This is an optimization exercise on Yosys and OpenROAD, whose aim is small area, not a production implementation. At most, simulation tests tie the RTL to the original design; equivalence was not proved. Power is estimated from default activity; no workload was simulated.

==> flow/design.v (excerpt) <==
module pcie_tl #(
    parameter int NUM_VC = 8
) (
    input  wire                               aclk,
    input  wire                               arst,
    input  wire                               awvalid_i,
    input  wire                               wvalid_i,
    input  wire pcie_tl_pkg::cpu_aw_t         cpu_aw_i,
    output logic                              awready_o,
    output logic                              wready_o,
    output logic                              bvalid_o,
    input  wire                               bready_i,
    output pcie_tl_pkg::axi_resp_t            bresp_o,
    input  wire                               arvalid_i,
    input  wire pcie_tl_pkg::cpu_ar_t         araddr_i,
    output logic                              arready_o,
    output logic                              rvalid_o,
    input  wire                               rready_i,
    output pcie_tl_pkg::cpu_r_t               cpu_r_o,
    output logic                              mem_arvalid_o,
    input  wire                               mem_arready_i,
    output logic [pcie_tl_pkg::DATA_W-1:0]    mem_araddr_o,
    input  wire                               mem_rvalid_i,
    output logic                              mem_rready_o,
    input  wire [pcie_tl_pkg::DATA_W-1:0]     mem_rdata_i,
    input  wire                               mem_rlast_i,
    output logic                              tx_valid_o,
  ...
==> flow/config.mk <==
export PLATFORM = sky130hd
export DESIGN_NAME = pcie_tl
export DESIGN_NICKNAME = pcie_tl
export VERILOG_FILES = /design/flow/design.v
export SDC_FILE = /design/flow/constraint.sdc
export NUM_CORES = 4
export LEC_CHECK = 0
export CAP_MARGIN = 20
export CORE_MARGIN = 2
export CORE_UTILIZATION = 80
export SLEW_MARGIN = 20
==> flow/constraint.sdc <==
create_clock -name core_clock -period 5.0 [get_ports {aclk}]
set_input_delay 1.0000 -clock core_clock [delete_from_list [all_inputs] [get_ports {aclk}]]
set_output_delay 1.0000 -clock core_clock [all_outputs]
set_load 0.01 [all_outputs]
standard.sh (not shown) runs the stock make flow with config.mk's settings and CLKGATE_MAP_FILE= SYNTH_SCRIPT=/design/flow/synth_recipe.tcl, a recipe that flattens the netlist after the stock synthesis.
==> flow/flow/run.sh <==
#!/bin/bash
# Standard ORFS layout with two changes: the port buffers are the smallest
# buffer cell, and clock tree synthesis uses small clock buffers and no dummy
# loads. Each tool's full output goes to the ORFS logs under orfs/logs and the
# make output to flow_make.log in this folder.
set -euo pipefail
export BUFFER_PORTS_ARGS="-buffer_cell sky130_fd_sc_hd__buf_1"
export CTS_ARGS="-sink_clustering_enable -repair_clock_nets -dont_use_dummy_load -sink_clustering_size 16 -sink_clustering_max_diameter 100 -buf_list {sky130_fd_sc_hd__clkbuf_8 sky130_fd_sc_hd__clkbuf_4 sky130_fd_sc_hd__clkbuf_2}"
bash standard.sh > flow_make.log 2>&1
The starting point went through all stages and came out clean.
Rerun with:
CAP_MARGIN = 0   (was 20)
CORE_UTILIZATION = 72   (was 80)
SLEW_MARGIN = 0   (was 20)
Global-route usage drops by 8.7 points.
Area after synthesis does not change.
Hold slack gets worse by 0.0032 ns.
Wire length drops by 12%.
Clock-buffer cell count does not change.
Power fell by 0.84%.
Worst setup slack improved by 0.27 ns.
Combinational power decreases by about 5%.
Non-clock buffer count shrinks by 3.
Via count went down by 6.6%.
Rerun with:
CAP_MARGIN = 20   (was 0)
SLEW_MARGIN = 20   (was 0)
Outcome:
- worst setup slack stays flat
- final area barely changes
- core utilization barely changes
- combinational power barely changes
- die area stays the same
- global-route usage is about the same
- non-clock buffer count went up by 1


the reference run:
pcie_tl, a different RTL version from the one above (not shown whole).
For scale: ~1,000 cells after synthesis, roughly 290 flip-flops, about 13,000 µm² of cells after synthesis.
==> flow/config.mk <==
export PLATFORM = sky130hd
export DESIGN_NAME = pcie_tl
export DESIGN_NICKNAME = pcie_tl
export VERILOG_FILES = /design/flow/design.v
export SDC_FILE = /design/flow/constraint.sdc
export NUM_CORES = 4
export LEC_CHECK = 0
export CAP_MARGIN = 20
export CORE_MARGIN = 2
export CORE_UTILIZATION = 60
export SLEW_MARGIN = 20
==> flow/constraint.sdc <==
create_clock -name core_clock -period 5.0 [get_ports {aclk}]
set_input_delay 1.0000 -clock core_clock [delete_from_list [all_inputs] [get_ports {aclk}]]
set_output_delay 1.0000 -clock core_clock [all_outputs]
set_load 0.01 [all_outputs]
==> flow/flow/run.sh <==
#!/bin/bash
# Standard ORFS layout with two changes: the port buffers are the smallest
# buffer cell, and clock tree synthesis uses small clock buffers and no dummy
# loads. Each tool's full output goes to the ORFS logs under orfs/logs and the
# make output to flow_make.log in this folder.
set -euo pipefail
export BUFFER_PORTS_ARGS="-buffer_cell sky130_fd_sc_hd__buf_1"
export CTS_ARGS="-sink_clustering_enable -repair_clock_nets -dont_use_dummy_load -buf_list {sky130_fd_sc_hd__clkbuf_4 sky130_fd_sc_hd__clkbuf_2}"
bash standard.sh > flow_make.log 2>&1
The reference run was carried through to the last stage, and its layout satisfied the timing, design-rule and antenna checks.
Modified inputs, the trial run compared to the reference run
Settings: changing CORE_UTILIZATION from 60 to 70.
--- a/flow/flow/run.sh
+++ b/flow/flow/run.sh
@@ -7,3 +7,3 @@
 export BUFFER_PORTS_ARGS="-buffer_cell sky130_fd_sc_hd__buf_1"
-export CTS_ARGS="-sink_clustering_enable -repair_clock_nets -dont_use_dummy_load -buf_list {sky130_fd_sc_hd__clkbuf_4 sky130_fd_sc_hd__clkbuf_2}"
+export CTS_ARGS="-sink_clustering_enable -repair_clock_nets -dont_use_dummy_load -sink_clustering_size 12 -sink_clustering_max_diameter 60 -buf_list {sky130_fd_sc_hd__clkbuf_8 sky130_fd_sc_hd__clkbuf_4 sky130_fd_sc_hd__clkbuf_2}"
 bash standard.sh > flow_make.log 2>&1
==> run notes <==
In the trial run, the clock group share of total power came out 3.4 points below the value in the reference run.
Cell-internal power delta for the trial run relative to the reference run: 0.18 mW lower
Across both runs, net switching component of the power was lower for the trial run than for the reference run.
Function was not checked in any run of this note: the RTL went through the layout flow alone.

## re-timing with driven ports
In the flow no input, the clock included, has a driving cell. The finished layouts below were timed again as built, in two steps. Step 1, drivers: a clkbuf_16 drives aclk and a buf_2 each remaining input, both assumed. Step 2, shift: input delay + t, output delay - t, t = (earliest + latest rising clock arrival at the registers) / 2. This alone moves slack from input paths to output paths. a / b / c = ideal / step 1 / step 2; a / b = the first two.
run | t, ns | setup slack, ns | clock arrival spread, ns
the first run of note 1 | 0.595 | 1.612 / 1.631 / 1.036 | 0.021 / 0.021
the second run of note 1 | 0.575 | 1.884 / 1.905 / 1.330 | 0.014 / 0.014
the third run of note 1 | 0.573 | 1.886 / 1.905 / 1.333 | 0.027 / 0.027
the reference run | 0.684 | 0.141 / 0.141 / 0.141 | 0.075 / 0.075
the trial run | 0.581 | 0.133 / 0.133 / 0.133 | 0.054 / 0.054
After both steps every run listed still meets setup and hold. For the first run of note 1, which loses most, drivers alone change the setup slack by +0.019 ns; drivers and shift together by -0.576 ns.
